This design comes from an exercise in tuning for small area, a short achievable clock period and few clock cycles per item on the open sky130 flow, not from production work.
Where RTL was checked, it was by simulation tests only, not by an equivalence proof against the original.
Power is estimated from default activity; no workload was simulated.

==> flow/design.v (excerpt) <==
module fp_addsub_top (
  input  logic        clk,
  input  logic        rst_n,
  input  logic        in_req,
  output logic        in_ack,
  input  logic [64:0] in_op,      
  output logic        out_req,
  input  logic        out_ack,
  output logic [34:0] out_res     
);
Size in the first run: about 1800 cells after synthesis, ~140 flip-flops, about 110 I/O pins, about 12000 sq um of cells after synthesis.
Settings: LEC_CHECK=0, ABC_AREA=1, CAP_MARGIN=20, CORE_MARGIN=2, CORE_UTILIZATION=40, CTS_BUF_LIST=sky130_fd_sc_hd__clkbuf_8, PLACE_DENSITY=0.75, SETUP_SLACK_MARGIN=3.6, SLEW_MARGIN=20, TNS_END_PERCENT=5, BUFFER_PORTS_ARGS=-buffer_cell sky130_fd_sc_hd__buf_1; clock period 6.5 ns.
standard.sh (not shown) runs the stock make flow with config.mk's settings and CLKGATE_MAP_FILE= SYNTH_SCRIPT=/design/flow/synth_recipe.tcl, a recipe that flattens the netlist after the stock synthesis.
==> flow/flow/run.sh <==
#!/bin/bash
set -e
echo 'export BUFFER_PORTS_ARGS = -buffer_cell sky130_fd_sc_hd__buf_1' >> config.mk
bash standard.sh > standard.log 2>&1
The first run passed the timing, design-rule and antenna checks.
Testbench counts at the start, summed over its fixed seeds: cycles 9,608, items 3,200.
==> next run, changes <==
--- a/flow/config.mk
+++ b/flow/config.mk
@@ -12,6 +12,5 @@
 export CTS_BUF_LIST = sky130_fd_sc_hd__clkbuf_8
-export PLACE_DENSITY = 0.75
-export SETUP_SLACK_MARGIN = 3.6
+export SETUP_SLACK_MARGIN = 4.0
 export SLEW_MARGIN = 20
-export TNS_END_PERCENT = 5
+export TNS_END_PERCENT = 0
 export BUFFER_PORTS_ARGS = -buffer_cell sky130_fd_sc_hd__buf_1
- wire length fell by 6.0%
- clock-buffer cell count is unchanged
- maximum frequency is higher by 6.1%
- register-to-register slack improved by 200 ps
- die area is unchanged
- sequential share of layout area went up by 1.6 points
- synthesized cell count does not change
- design area came out lower by 7.0%
- total power shrinks by 6.9%
- non-clock buffer count is lower by 73
- clock skew goes down by 3.5 ps
==> next run, changes <==
--- a/flow/config.mk
+++ b/flow/config.mk
@@ -10,7 +10,7 @@
 export CORE_MARGIN = 2
-export CORE_UTILIZATION = 40
+export CORE_UTILIZATION = 50
 export CTS_BUF_LIST = sky130_fd_sc_hd__clkbuf_8
-export SETUP_SLACK_MARGIN = 4.0
+export SETUP_SLACK_MARGIN = 3.6
 export SLEW_MARGIN = 20
-export TNS_END_PERCENT = 0
+export TNS_END_PERCENT = 5
 export BUFFER_PORTS_ARGS = -buffer_cell sky130_fd_sc_hd__buf_1
Total power is higher by 2.8%.
Hold slack gets worse by 5.4 ps.
First-iteration DRC count is higher by 4.5%.
Non-clock buffer count is higher by 59.
Cell area is higher by about 7%.
Final cell count barely changes.
Critical path depth is higher by 2.
Flip-flop and latch count does not change.
Core utilization is higher by 16 points.
Area after synthesis stays the same.

fp_addsub_top, a different RTL version from the one above (not shown whole).
Size: about 1,800 cells after synthesis, roughly 140 flip-flops, about 12,000 µm² of cells after synthesis.
// fp_addsub_top
module fp_addsub_top (
  input  logic        clk,
  input  logic        rst_n,
  input  logic        in_req,
  output logic        in_ack,
  input  logic [64:0] in_op,      
  output logic        out_req,
  input  logic        out_ack,
  output logic [34:0] out_res     
);
==> flow/config.mk <==
export PLATFORM = sky130hd
export DESIGN_NAME = fp_addsub_top
export DESIGN_NICKNAME = fp_addsub_top
export VERILOG_FILES = /design/flow/design.v
export SDC_FILE = /design/flow/constraint.sdc
export NUM_CORES = 4
export LEC_CHECK = 0
export ABC_AREA = 1
export CAP_MARGIN = 20
export CORE_MARGIN = 2
export CORE_UTILIZATION = 40
export SETUP_SLACK_MARGIN = 2.8
export SLEW_MARGIN = 20
export TNS_END_PERCENT = 5
export BUFFER_PORTS_ARGS = -buffer_cell sky130_fd_sc_hd__buf_1
==> flow/constraint.sdc <==
create_clock -name core_clock -period 6.5 [get_ports {clk}]
set_input_delay 1.3000 -clock core_clock [delete_from_list [all_inputs] [get_ports {clk}]]
set_output_delay 1.3000 -clock core_clock [all_outputs]
set_load 0.01 [all_outputs]
Scripts as last shown in full above: flow/flow/run.sh
The starting point completed with no timing, DRC or antenna violations.
Testbench counts at the start, summed over its fixed seeds: cycles 9,608, items 3,200.
Change:
- SETUP_SLACK_MARGIN: 2.8 -> 3.0
=>
- The new run produced a clean layout
- clock-buffer cell count came out lower by 5
- design area came out higher by 2.7%
- clock power rises by about 1%
- via count is higher by 1.7%
- area after synthesis is unchanged
- power is higher by 3.9%
- critical path depth rises by 3
- setup slack gets better by 0.048 ns
- worst hold slack stays flat
- cell count stays the same
- utilization increases by 1.3 points
Change:
- CTS_BUF_LIST: not set -> sky130_fd_sc_hd__clkbuf_8
- SETUP_SLACK_MARGIN: 3.0 -> 3.3
What happened: Utilization fell by 0.97 points. Routed wire length fell by 3.7%. Total power fell by 7.1%. Clock-buffer cell count is unchanged. Combinational power hardly moves. Area after synthesis stays the same.

Setup of run A:
fp_addsub_top, a different RTL version from the one above (not shown whole).
For scale: roughly 1900 cells after synthesis, ~140 flip-flops, roughly 110 I/O pins.
clock: 6.5 ns
lec_check: 0
abc_area: 1
cap_margin: 20
core_margin: 2
core_utilization: 40
setup_slack_margin: 3.0
slew_margin: 20
tns_end_percent: 5
buffer_ports_args: -buffer_cell sky130_fd_sc_hd__buf_1
Scripts as last shown in full above: flow/flow/run.sh
Run A closes out successfully: all stages finished, all timing, DRC and antenna checks passed.
Testbench counts of run A, summed over its fixed seeds: cycles 9,608, items 3,200.
Modified inputs, run B compared to run A
Settings: changing SETUP_SLACK_MARGIN from 3.0 to 3.3.
## What came out
- From run A to run B the numbers moved as follows: layout-stage area growth over the synthesis result fell 2.6 points, number of nets in the layout fell 25.
- Going from run A to run B, via count fell 247; total wire length after detailed routing now sits lower; fraction of the cycle the final worst path needs rose by 0.45 points; sequential share of layout area went up 0.47 points.
- Summary of the comparison: logic gate share of total power is lower in run B, relative to run A.
- Non-clock buffer count | run B below run A
- Summary — multi-input logic portion of the cell area, run B relative to run A: higher, by 0.30 points.
Input changes introduced in run C (baseline for comparison: run B):
Settings: setting CTS_BUF_LIST to sky130_fd_sc_hd__clkbuf_8 for the first time; setting CTS_CLUSTER_SIZE to 30 for the first time.
==> comparison <==
The higher maximum fanout count along the critical path of run B and run C is in run B.
Run C drops more vias than run B.
[run C] total power fell 0.00020 W relative to run B
Cell count ended up 0.75% higher on run C than on run B.
Taking run B as the reference, in run C clock distribution area overhead in the final layout has decreased, number of detailed-routing iterations run before antenna repair has increased.
Edits applied to the flow inputs when going from run C to run D:
Settings: a change of SETUP_SLACK_MARGIN from 3.3 to 3.6; a deleted CTS_BUF_LIST that had been sky130_fd_sc_hd__clkbuf_8; a deleted CTS_CLUSTER_SIZE that had been 30.
Results
[run D] post-CTS clock slew at the launch and capture registers of the worst setup and hold paths fell 0.03 ns relative to run C. Run D against run C: share of total power in combinational logic now sits lower; sequential share of layout area fell 0.20 points.

fp_addsub_top, a different RTL version from the one above (not shown whole).
For scale: roughly 1,800 cells after synthesis, about 140 flip-flops, about 12,000 sq um of cells after synthesis.
Settings: LEC_CHECK=0, ABC_AREA=1, CAP_MARGIN=20, CORE_MARGIN=2, CORE_UTILIZATION=40, CTS_BUF_LIST=sky130_fd_sc_hd__clkbuf_4 sky130_fd_sc_hd__clkbuf_8, SETUP_SLACK_MARGIN=3.3, SLEW_MARGIN=20, TNS_END_PERCENT=5, BUFFER_PORTS_ARGS=-buffer_cell sky130_fd_sc_hd__buf_1; clock period 6.5 ns.
Scripts as last shown in full above: flow/flow/run.sh
The baseline completed without violations.
Testbench counts at the start, summed over its fixed seeds: cycles 9,608, items 3,200.
Edit:
==> flow/flow/run.sh (replaced) <==
#!/bin/bash
set -e
echo 'export BUFFER_PORTS_ARGS = -buffer_cell sky130_fd_sc_hd__buf_2' >> config.mk
bash standard.sh > standard.log 2>&1
--- a/flow/config.mk
+++ b/flow/config.mk
@@ -10,7 +10,6 @@
 export CORE_MARGIN = 2
-export CORE_UTILIZATION = 40
-export CTS_BUF_LIST = sky130_fd_sc_hd__clkbuf_4 sky130_fd_sc_hd__clkbuf_8
-export SETUP_SLACK_MARGIN = 3.3
+export CORE_UTILIZATION = 60
+export SETUP_SLACK_MARGIN = 3.0
 export SLEW_MARGIN = 20
 export TNS_END_PERCENT = 5
-export BUFFER_PORTS_ARGS = -buffer_cell sky130_fd_sc_hd__buf_1
+export BUFFER_PORTS_ARGS = -buffer_cell sky130_fd_sc_hd__buf_2
Result: Register-to-register slack got worse by 0.14 ns. Total power came out higher by 1.3%. Via count came out higher by 0.91%. Combinational power came out lower by about 9%. Clock power came out higher by 27%. Non-clock buffer count came out lower by 52. Cell area came out lower by about 5%. Critical path depth came out lower by 2.
Edit:
--- a/flow/config.mk
+++ b/flow/config.mk
@@ -10,3 +10,3 @@
 export CORE_MARGIN = 2
-export CORE_UTILIZATION = 60
+export CORE_UTILIZATION = 40
 export SETUP_SLACK_MARGIN = 3.0
Result: Global-route usage fell by 9.3 points; die area increases by well over a third; final cell count came out higher by a few percent.

fp_addsub_top, a different RTL version from the one above (not shown whole).
For scale: roughly 2300 cells after synthesis, about 140 flip-flops, about 14000 um2 of cells after synthesis.
clock: 6.5 ns
lec_check: 0
abc_area: 1
cap_margin: 20
core_margin: 2
core_utilization: 40
setup_slack_margin: 3.1
slew_margin: 20
run.sh (not shown) runs the stock make flow with config.mk's settings and CLKGATE_MAP_FILE= SYNTH_SCRIPT=/design/flow/synth_recipe.tcl, a recipe that flattens the netlist after the stock synthesis.
Stock flow here: none of the scripts above is used.
Change:
- SETUP_SLACK_MARGIN: 3.1 -> 2.9
- TNS_END_PERCENT: default -> 5
Effect: Total power drops by 13%. Setup slack loses 0.099 ns. Critical path depth drops by 4. Global-route usage drops by 2.4 points. Via count drops by 6.0%. Combinational power drops by 25%. Routed wire length drops by 9.2%. Utilization drops by 9.5 points. Count of clock-buffer cells in the layout drops by 5. Design area drops by 16%. Worst hold slack loses 0.0069 ns.
No functional check of the RTL was part of any run of this note.

fp_addsub_top with an RTL version that a note above also has.
For scale: ~1800 cells after synthesis, about 110 I/O pins, ~0.012 mm2 of cells after synthesis.
// fp_addsub_top
module fp_addsub_top (
  input  logic        clk,
  input  logic        rst_n,
  input  logic        in_req,
  output logic        in_ack,
  input  logic [64:0] in_op,      
  output logic        out_req,
  input  logic        out_ack,
  output logic [34:0] out_res     
);
  logic req_d, acc, v2, v3, rq;
  logic xfer, r1v, ld2;
  assign xfer    = v3 & rq & out_ack;              
  assign out_req = v3 & (rq | ~out_ack);
  assign r1v     = req_d & ~acc;                   
  assign ld2     = in_req & r1v & (~v2 | xfer);    
  assign in_ack  = in_req & (acc | ld2);
  always_ff @(posedge clk) begin
    if (!rst_n) begin
      req_d <= 1'b0;
      acc   <= 1'b0;
      v2    <= 1'b0;
      v3    <= 1'b0;
      rq    <= 1'b0;
    end else begin
      req_d <= in_req;
      acc   <= in_req & in_ack;
      v2    <= ld2 | (v2 & ~xfer);
      v3    <= v2 & ~xfer;
      rq    <= out_req & ~out_ack;
    end
  end
  logic        a_s, b_s, op_sub;
  logic [7:0]  a_e, b_e;
  logic [22:0] a_f, b_f;
  logic        a_nz, b_nz, b_gt, a_ge_e, swap, s_nz;
  logic [7:0]  d_ab, d_ba, d_abm1;
  logic [4:0]  sh_ab, sh_ba;
  logic        sign_a, subx_a;
  logic [7:0]  l_e_a;
  logic [22:0] l_f_a;
  logic [23:0] s_m_a;
  logic [4:0]  sh_a;
  always_comb begin
    {a_s, a_e, a_f, b_s, b_e, b_f, op_sub} = in_op;
  end
  pfx_gt #(31) cmp_i (.a({a_e, a_f}), .b({b_e, b_f}), .gt(b_gt));
  cmp_add #(8) ed_i (.a(a_e), .b(~b_e), .s0(d_abm1), .s1(d_ab), .c1(a_ge_e));
  assign d_ba = ~d_abm1;
  always_comb begin
    a_nz   = |a_e;
    b_nz   = |b_e;
    swap   = b_gt & b_nz;
    sign_a = swap ? (b_s ^ op_sub) : a_s;
    subx_a = a_s ^ b_s ^ op_sub;
    l_e_a  = swap ? b_e : a_e;
    l_f_a  = swap ? b_f : a_f;
    s_nz   = a_nz & b_nz;
    s_m_a  = {s_nz, swap ? a_f : b_f};
    sh_ab  = (~s_nz | (|d_ab[7:5]) | (d_ab[4:0] > 5'd26)) ? 5'd27 : d_ab[4:0];
  ...
clock: 6.5 ns
lec_check: 0
abc_area: 1
cap_margin: 20
core_margin: 2
core_utilization: 40
cts_buf_list: sky130_fd_sc_hd__clkbuf_8
setup_slack_margin: 2.8
slew_margin: 20
tns_end_percent: 5
buffer_ports_args: -buffer_cell sky130_fd_sc_hd__buf_1
standard.sh (not shown) runs the stock make flow with config.mk's settings and CLKGATE_MAP_FILE= SYNTH_SCRIPT=/design/flow/synth_recipe.tcl, a recipe that flattens the netlist after the stock synthesis.
==> flow/flow/run.sh <==
#!/bin/bash
set -e
echo 'export BUFFER_PORTS_ARGS = -buffer_cell sky130_fd_sc_hd__buf_1' >> config.mk
bash standard.sh > standard.log 2>&1
The starting point produced a clean layout.
Testbench counts at the start, summed over its fixed seeds: cycles 9,608, items 3,200.
Next try:
CTS_BUF_LIST = not set   (was sky130_fd_sc_hd__clkbuf_8)
SETUP_SLACK_MARGIN = 3.3   (was 2.8)
After rerunning: Combinational power came out higher by a little under a tenth; design area came out higher by a few percent; sequential power stays flat.
Next try:
CTS_BUF_LIST = sky130_fd_sc_hd__clkbuf_8   (was not set)
SETUP_SLACK_MARGIN = 3.6   (was 3.3)
TNS_END_PERCENT = 0   (was 5)
After rerunning: Flip-flop and latch count stays the same; cell area falls by about 1.8%; clock-buffer cell count does not change; die area is unchanged; worst hold slack hardly moves; synthesized cell count stays the same; wire length stays flat; worst setup slack is worse by 0.052 ns.

== job 4543 ==
fp_addsub_top with an RTL version that a note above also has.
Size: roughly 1800 cells after synthesis, about 140 flip-flops, about 110 I/O pins.
==> flow/config.mk <==
export PLATFORM = sky130hd
export DESIGN_NAME = fp_addsub_top
export DESIGN_NICKNAME = fp_addsub_top
export VERILOG_FILES = /design/flow/design.v
export SDC_FILE = /design/flow/constraint.sdc
export NUM_CORES = 4
export LEC_CHECK = 0
export ABC_AREA = 1
export CAP_MARGIN = 20
export CORE_MARGIN = 2
export CORE_UTILIZATION = 40
export CTS_BUF_LIST = sky130_fd_sc_hd__clkbuf_8
export SETUP_SLACK_MARGIN = 3.3
export SLEW_MARGIN = 20
export TNS_END_PERCENT = 0
export BUFFER_PORTS_ARGS = -buffer_cell sky130_fd_sc_hd__buf_1
==> flow/constraint.sdc <==
create_clock -name core_clock -period 6.5 [get_ports {clk}]
set_input_delay 1.3000 -clock core_clock [delete_from_list [all_inputs] [get_ports {clk}]]
set_output_delay 1.3000 -clock core_clock [all_outputs]
set_load 0.01 [all_outputs]
Scripts as last shown in full above: flow/flow/run.sh
Job 4543: all stages complete, timing, DRC and antenna checks passed
Testbench counts of job 4543, summed over its fixed seeds: cycles 9,608, items 3,200.
Setup changes, job 4543 to job 3902
- SETUP_SLACK_MARGIN now 3.6, was 3.3
- TNS_END_PERCENT now 5, was 0
Job 3902 leaves more setup margin than job 4543. Reported for job 4543 and job 3902, average instance area after synthesis turned out identical to the last digit. | post-route cell area | job 3902 vs job 4543 | 2.0% higher |. From job 4543 to job 3902 the numbers moved as follows: number of vias after detailed routing up 181, highest achievable clock rate flat, total power after layout has increased, total internal power climbed 3.3%.
What job 1530 does differently from job 3902 at the input level:
- SETUP_SLACK_MARGIN: 3.6 -> 3.9
--- outcome ---
In job 1530 the final standard cell utilization of the core turned out 2.5 points higher than in job 3902.
Taking job 3902 as the reference, in job 1530 length of routed met2 wiring has increased, max-slew headroom at the worst pin rose by 1.7 points, power density over the cells stayed essentially flat.
Edits applied to the flow inputs when going from job 1530 to job 7913:
- SETUP_SLACK_MARGIN changed from 3.9 to 3.6
- TNS_END_PERCENT changed from 5 to 20
- In job 7913 relative to job 1530, mean number of vias per cell had gone up slightly.
- Delta (job 7913 minus job 1530): final cell count went up, sequential share of layout area moved down, total design power rose by 2.2%.
### job 7913 -> job 1827
- putting GPL_ROUTABILITY_DRIVEN at 0 where nothing was set
- swapping 20 for 5 in TNS_END_PERCENT
### Flow results
Compared with job 7913, job 1827 shows number of logic stages on the critical path including buffering that has gone up by a little under 10%. In terms of minimum clock period, job 7913 and job 1827 differ only marginally. In job 1827, the total wire length after detailed routing came out 3.4% below the value in job 7913. Re quantity of hold-fixing buffers added after cts: no difference whatsoever between job 7913 and job 1827. Against job 7913, power per standard cell area in job 1827 fell by a few percent. As far as share of the clock period used by the worst path is concerned, job 7913 and job 1827 perform about the same. Looking at proportion of layout cells with a drive suffix above 1 across job 1827 and job 7913, the one that comes out higher is job 1827. Job 7913 has a lower via count than job 1827. Compared with job 7913, job 1827 shows a lower number of clock buffers in the layout.
## Diff of input files: job 7891 against job 1827
- swapping 5 for 0 in TNS_END_PERCENT
- clearing GPL_ROUTABILITY_DRIVEN, which used to be 0
Notes after the runs:
Diff job 1827 -> job 7891 | clock network fraction of total power | increase of 2.5 points
Fraction of standard cell area that is sequential: job 7891 vs job 1827 up 2.3 points
Changes observed in job 7891 relative to job 1827: final clock period utilization by the worst path lost 2.1 points, met3 wire length fell by 17%.

what the ideal ports hide:
Ports are ideal in the flow. The routed layouts listed here were re-timed in OpenROAD.
Step 1 assumes that a clkbuf_16 drives the clock port and a buf_2 every other input.
Step 2 times the ports against the registers' clock, not the clock port: input delays grow and output delays shrink by t, the midpoint of the rising clock arrivals with the driver on.
Three values: ideal ports, drivers, drivers and shift; two values: the first two.
| run | t (ns) | setup WS [ns] | worst hold slack (ns) | worst setup path after step 2 |
|---|---|---|---|---|
| the first run of note 1 | 0.507 | 2.961 / 2.961 / 2.621 | 0.404 / 0.404 / 0.404 | input to register |
| the second run of note 1 | 0.528 | 3.165 / 3.165 / 2.734 | 0.412 / 0.412 / 0.412 | input to register |
| the third run of note 1 | 0.504 | 3.094 / 3.094 / 2.663 | 0.407 / 0.407 / 0.407 | input to register |
| the first run of note 2 | 0.476 | 2.834 / 2.834 / 2.517 | 0.402 / 0.402 / 0.402 | input to register |
| the second run of note 2 | 0.483 | 2.882 / 2.882 / 2.714 | 0.404 / 0.404 / 0.404 | input to register |
| the third run of note 2 | 0.510 | 2.911 / 2.911 / 2.613 | 0.401 / 0.401 / 0.401 | input to register |
| run A | 0.477 | 3.028 / 3.028 / 2.644 | 0.402 / 0.402 / 0.402 | input to register |
| run B | 0.485 | 2.999 / 2.999 / 2.683 | 0.402 / 0.402 / 0.402 | input to register |
| run C | 0.502 | 3.001 / 3.001 / 2.683 | 0.404 / 0.404 / 0.404 | input to register |
| run D | 0.480 | 3.001 / 3.001 / 2.678 | 0.401 / 0.401 / 0.401 | input to register |
| the first run of note 4 | 0.516 | 3.023 / 3.023 / 2.688 | 0.412 / 0.412 / 0.412 | input to register |
| the second run of note 4 | 0.480 | 2.887 / 2.887 / 2.562 | 0.410 / 0.410 / 0.410 | input to register |
| the third run of note 4 | 0.485 | 2.913 / 2.913 / 2.638 | 0.408 / 0.408 / 0.408 | input to register |
| the first run of note 5 | 0.486 | 2.805 / 2.805 / 2.707 | 0.403 / 0.403 / 0.403 | input to register |
| the second run of note 5 | 0.497 | 2.706 / 2.706 / 2.331 | 0.396 / 0.396 / 0.396 | input to register |
| the first run of note 6 | 0.508 | 2.752 / 2.752 / 2.465 | 0.405 / 0.405 / 0.405 | input to register |
| the second run of note 6 | 0.486 | 2.901 / 2.901 / 2.631 | 0.404 / 0.404 / 0.404 | input to register |
| the third run of note 6 | 0.516 | 2.849 / 2.849 / 2.617 | 0.401 / 0.401 / 0.401 | input to register |
| job 4543 | 0.515 | 3.094 / 3.101 / 2.596 | 0.406 / 0.406 / 0.406 | input to register |
| job 3902 | 0.508 | 3.101 / 3.101 / 2.775 | 0.410 / 0.410 / 0.410 | input to register |
| job 1530 | 0.514 | 3.137 / 3.137 / 2.691 | 0.413 / 0.413 / 0.413 | input to register |
| job 7913 | 0.513 | 3.025 / 3.025 / 3.025 | 0.410 / 0.410 / 0.410 | register to register |
| job 1827 | 0.532 | 3.028 / 3.028 / 2.725 | 0.404 / 0.404 / 0.404 | input to register |
| job 7891 | 0.528 | 3.165 / 3.165 / 2.734 | 0.412 / 0.412 / 0.412 | input to register |
After both steps setup and hold are still met in every run listed. The setup slack of job 4543, which loses most, moves by +0.007 ns with the drivers and by -0.498 ns with both steps.
